This design comes from an exercise in tuning for small area, a short achievable clock period and few clock cycles per item on the open sky130 flow, not from production work.
Where RTL was checked, it was by simulation tests only, not by an equivalence proof against the original.
No activity file was given, so power comes from the tool's default toggle rates.

Setup of east:
==> flow/design.v (excerpt) <==
module fp_mul_arbiter #(
   parameter int unsigned CALC_CYCLES = 1
) (
   input  logic        clk,
   input  logic        rst,
   input  logic        req0_valid,
   input  logic        req1_valid,
   output logic        req0_ready,
   output logic        req1_ready,
   input  logic [31:0] req0_a,
   input  logic [31:0] req0_b,
   input  logic [31:0] req1_a,
   input  logic [31:0] req1_b,
   output logic        rsp_valid,
   input  logic        rsp_ready,
   output logic        rsp_id,
   output logic [31:0] rsp_data,
   output logic        busy
);
   logic        ptr_q;
   logic        adv, grant1, acc;
   logic        va_q, ida_q, sga_q, nana_q, infa_q, zeroa_q;
   logic [22:0] fa_q, fb_q;    
   logic [8:0]  esa_q;         
   logic        vb_q, idb_q, sgnb_q, nanb_q, infb_q, zerob_q;
   logic [25:0] sbn_q, cbn_q;  
   logic        cib_q;         
   logic        stb_q;         
   logic [8:0]  esb_q;         
   logic        vr_q, idr_q;
   logic [31:0] dr_q;
   assign adv        = ~(vr_q & ~rsp_ready);
   assign grant1     = req1_valid & (~req0_valid | ptr_q);
  ...
==> module fp_mul_arbiter, before the edit <==
module fp_mul_arbiter #(
   parameter int unsigned CALC_CYCLES = 1
) (
   input  logic        clk,
   input  logic        rst,
   input  logic        req0_valid,
   input  logic        req1_valid,
   output logic        req0_ready,
   output logic        req1_ready,
   input  logic [31:0] req0_a,
   input  logic [31:0] req0_b,
   input  logic [31:0] req1_a,
   input  logic [31:0] req1_b,
   output logic        rsp_valid,
   input  logic        rsp_ready,
   output logic        rsp_id,
   output logic [31:0] rsp_data,
   output logic        busy
);
   logic        ptr_q;
   logic        adv, grant1, acc;
   logic        va_q, ida_q, sga_q, nana_q, infa_q, zeroa_q;
   logic [22:0] fa_q, fb_q;    
   logic [8:0]  esa_q;         
   logic        vb_q, idb_q, sgnb_q, nanb_q, infb_q, zerob_q;
   logic [25:0] sbn_q, cbn_q;  
   logic        cib_q;         
   logic        stb_q;         
   logic [8:0]  esb_q;         
   logic        vr_q, idr_q;
   logic [31:0] dr_q;
   assign adv        = ~(vr_q & ~rsp_ready);
   assign grant1     = req1_valid & (~req0_valid | ptr_q);
   ready_cell u_ready (.rst(rst), .rsp_ready(rsp_ready), .vr(vr_q), .ptr(ptr_q),
                       .req0_valid(req0_valid), .req1_valid(req1_valid),
                       .req0_ready(req0_ready), .req1_ready(req1_ready));
   assign acc        = ~rst & adv & (req0_valid | req1_valid);
   assign rsp_valid = vr_q;
   assign rsp_id    = idr_q;
   assign rsp_data  = dr_q;
   assign busy      = va_q | vb_q | vr_q;
   logic [31:0] as, bs;
   logic [1:0]  nan_r, inf_r, zero_r;
   always_comb begin
      for (int r = 0; r < 2; r++) begin
         logic [31:0] a, b;
         logic        n1, n2, i1, i2, z1, z2;
         a  = r ? req1_a : req0_a;
         b  = r ? req1_b : req0_b;
         n1 = (a[30:23] == 8'hFF) && (a[22:0] != 23'd0);
         n2 = (b[30:23] == 8'hFF) && (b[22:0] != 23'd0);
         i1 = (a[30:23] == 8'hFF) && (a[22:0] == 23'd0);
         i2 = (b[30:23] == 8'hFF) && (b[22:0] == 23'd0);
         z1 = (a[30:23] == 8'd0);
         z2 = (b[30:23] == 8'd0);
         nan_r[r]  = n1 | n2 | (i1 & z2) | (z1 & i2);
         inf_r[r]  = i1 | i2;
         zero_r[r] = z1 | z2;
      end
   end
   assign as = grant1 ? req1_a : req0_a;
   assign bs = grant1 ? req1_b : req0_b;
   logic [22:0] f1, f2;
   logic [47:22] cs_sn, cs_cn;
   logic         cs_ci;
   logic [23:0] za, zb;
   logic        low_zero;
   assign f1    = fa_q;
   assign f2    = fb_q;
   mul24_csn u_mul (.x(f1), .y(f2), .sn(cs_sn), .cn(cs_cn), .ci(cs_ci));
   always_comb begin
      za[0] = 1'b1;
      zb[0] = 1'b1;
      for (int k = 1; k < 24; k++) begin
         za[k] = za[k-1] & ~f1[k-1];
         zb[k] = zb[k-1] & ~f2[k-1];
      end
      low_zero = 1'b0;
      for (int k = 0; k <= 22; k++) low_zero = low_zero | (za[k] & zb[22-k]);
   end
   logic [26:0]       pbx;
   logic [25:0]       pb;     
   logic              p47, rnd0, rnd1, ovf0, ovf1, huge, tiny;
   logic [22:0]       inc0, inc1, frac;
   logic [9:0]        ex0, ex1, ex2, ex;
   logic [31:0]       res;
   assign pbx  = {sbn_q, 1'b1} + {cbn_q, ~cib_q};
   assign pb   = ~pbx[26:1];
   assign p47  = pb[25];
   assign inc0 = pb[23:1] + 23'd1;
   assign inc1 = pb[24:2] + 23'd1;
   assign rnd0 = pb[0] & (stb_q | pb[1]);
   assign rnd1 = pb[1] & (stb_q | pb[0] | pb[2]);
   assign ovf0 = rnd0 & (&pb[24:1]);
   assign ovf1 = rnd1 & (&pb[24:2]);
   assign ex0  = {1'b0, esb_q} - 10'd127;
   assign ex1  = {1'b0, esb_q} - 10'd126;
   assign ex2  = {1'b0, esb_q} - 10'd125;
   logic [2:0] hg, tn;
   logic       sel2, sel1;
   assign hg[0] = ~ex0[9] & (ex0[8] | (&ex0[7:0]));
   assign hg[1] = ~ex1[9] & (ex1[8] | (&ex1[7:0]));
   assign hg[2] = ~ex2[9] & (ex2[8] | (&ex2[7:0]));
   assign tn[0] = ex0[9] | (ex0 == 10'd0);
   assign tn[1] = ex1[9] | (ex1 == 10'd0);
   assign tn[2] = ex2[9] | (ex2 == 10'd0);
   assign sel2 = p47 & ovf1;
   assign sel1 = p47 ? ~ovf1 : ovf0;
   always_comb begin
      frac = p47 ? (rnd1 ? inc1 : pb[24:2]) : (rnd0 ? inc0 : pb[23:1]);
      ex   = sel2 ? ex2 : (sel1 ? ex1 : ex0);
      huge = sel2 ? hg[2] : (sel1 ? hg[1] : hg[0]);
      tiny = sel2 ? tn[2] : (sel1 ? tn[1] : tn[0]);
      if (nanb_q) begin
         res = 32'h7FC0_0000;
      end else if (infb_q || huge) begin
         res = {sgnb_q, 8'hFF, 23'd0};
      end else if (zerob_q || tiny) begin
         res = {sgnb_q, 31'd0};
      end else begin
         res = {sgnb_q, ex[7:0], frac};
      end
   end
   always_ff @(posedge clk) begin
      if (rst) begin
         ptr_q <= 1'b0;
         va_q  <= 1'b0;
         vb_q  <= 1'b0;
         vr_q  <= 1'b0;
      end else if (adv) begin
         if (acc) ptr_q <= ~grant1;
         va_q <= acc;
         vb_q <= va_q;
         vr_q <= vb_q;
      end
   end
   always_ff @(posedge clk) begin
      if (adv) begin
         ida_q   <= grant1;
         sga_q   <= as[31] ^ bs[31];
         fa_q    <= as[22:0];
         fb_q    <= bs[22:0];
         esa_q   <= {1'b0, as[30:23]} + {1'b0, bs[30:23]};
         nana_q  <= grant1 ? nan_r[1] : nan_r[0];
         infa_q  <= grant1 ? inf_r[1] : inf_r[0];
         zeroa_q <= grant1 ? zero_r[1] : zero_r[0];
         idb_q   <= ida_q;
         sgnb_q  <= sga_q;
         nanb_q  <= nana_q;
         infb_q  <= infa_q;
         zerob_q <= zeroa_q;
         esb_q   <= esa_q;
         sbn_q   <= cs_sn[47:22];
         cbn_q   <= cs_cn[47:22];
         cib_q   <= cs_ci;
         stb_q   <= ~low_zero;
         idr_q   <= idb_q;
         dr_q    <= res;
      end
   end
endmodule
==> module ready_cell, before the edit <==
module ready_cell (
   input  logic rst,
   input  logic rsp_ready,
   input  logic vr,
   input  logic ptr,
   input  logic req0_valid,
   input  logic req1_valid,
   output logic req0_ready,
   output logic req1_ready
);
   assign req0_ready = ~rst & (~vr | rsp_ready) & (~ptr | ~req1_valid);
   assign req1_ready = ~rst & (~vr | rsp_ready) & (ptr | ~req0_valid);
endmodule
clock: 11.0 ns
lec_check: 0
cap_margin: 20
core_margin: 2
core_utilization: 55
setup_slack_margin: 5
slew_margin: 20
synth_hierarchical: 1
standard.sh (not shown) runs the stock make flow with config.mk's settings and CLKGATE_MAP_FILE= SYNTH_SCRIPT=/design/flow/synth_recipe.tcl, a recipe that flattens the netlist after the stock synthesis.
==> flow/flow/run.sh <==
#!/bin/bash
set -euo pipefail
bash standard.sh "BUFFER_PORTS_ARGS=-buffer_cell sky130_fd_sc_hd__buf_1" SETUP_SLACK_MARGIN=6.0 finish > make.log 2>&1
Testbench counts of east, summed over its fixed seeds: cycles 3,224, items 3,200.
Setup changes, east to south
--- a/flow/design.v
+++ b/flow/design.v
@@ -30,11 +30,10 @@
    logic        vr_q, idr_q;
    logic [31:0] dr_q;
    assign adv        = ~(vr_q & ~rsp_ready);
    assign grant1     = req1_valid & (~req0_valid | ptr_q);
-   ready_cell u_ready (.rst(rst), .rsp_ready(rsp_ready), .vr(vr_q), .ptr(ptr_q),
-                       .req0_valid(req0_valid), .req1_valid(req1_valid),
-                       .req0_ready(req0_ready), .req1_ready(req1_ready));
+   assign req0_ready = ~rst & adv & ~(req1_valid & ptr_q);
+   assign req1_ready = ~rst & adv & (ptr_q | ~req0_valid);
    assign acc        = ~rst & adv & (req0_valid | req1_valid);
    assign rsp_valid = vr_q;
    assign rsp_id    = idr_q;
    assign rsp_data  = dr_q;
@@ -158,21 +157,8 @@
          dr_q    <= res;
       end
    end
 endmodule
-module ready_cell (
-   input  logic rst,
-   input  logic rsp_ready,
-   input  logic vr,
-   input  logic ptr,
-   input  logic req0_valid,
-   input  logic req1_valid,
-   output logic req0_ready,
-   output logic req1_ready
-);
-   assign req0_ready = ~rst & (~vr | rsp_ready) & (~ptr | ~req1_valid);
-   assign req1_ready = ~rst & (~vr | rsp_ready) & (ptr | ~req0_valid);
-endmodule
 module mul24_csn (
    input  logic [22:0] x,
    input  logic [22:0] y,
    output logic [47:22] sn,
- Taking east as the reference point, the final core utilization of south rises by 0.85 points.
- Worst setup slack: south higher than east
- | reported sequential group power | east vs south | ≈ equal |
- Between east and south, area growth from synthesis to layout is lower for east, south comes in above that.
- Count of plain and timing-repair buffers in the layout: south > east
- Looking at slowest stage cell on the critical path, the nor3_1 result is from south; the a221oi_4 one comes from east.
- Of east and south, east shows the higher global-route wire length before repair, with south below it.
- Against east, DRC violation total after the first TritonRoute iteration in south rose by more than 10%.
Only the layout flow was run in south; the RTL was not checked for function there.

-- what the ideal ports hide --
Ports are ideal in the flow. The routed layouts listed here were re-timed in OpenROAD.
Step 1 (the two cells are an assumption about what drives the block):
set clk [get_ports {clk}]
set_driving_cell -lib_cell sky130_fd_sc_hd__clkbuf_16 $clk
set_driving_cell -lib_cell sky130_fd_sc_hd__buf_2 [delete_from_list [all_inputs] $clk]
Step 2 adds t to the input delays and takes it off the output delays; t is the mean of the earliest and latest rising clock arrival at the registers after step 1. Input paths then give back, and output paths get back, about the clock's delay inside the block.
Three values: ideal ports, drivers, drivers and shift; two values: the first two.
run	t, ns	setup WS [ns]	hold WS [ns]	clock arrival spread, ns
east	0.522	6.020 / 5.937 / 5.800	0.410 / 0.410 / 0.410	0.025 / 0.024
south	0.532	6.033 / 6.003 / 5.772	0.422 / 0.422 / 0.422	0.012 / 0.011
After both steps setup and hold are still met in every run listed. For south, which loses most, drivers alone change the setup slack by -0.030 ns; drivers and shift together by -0.261 ns.
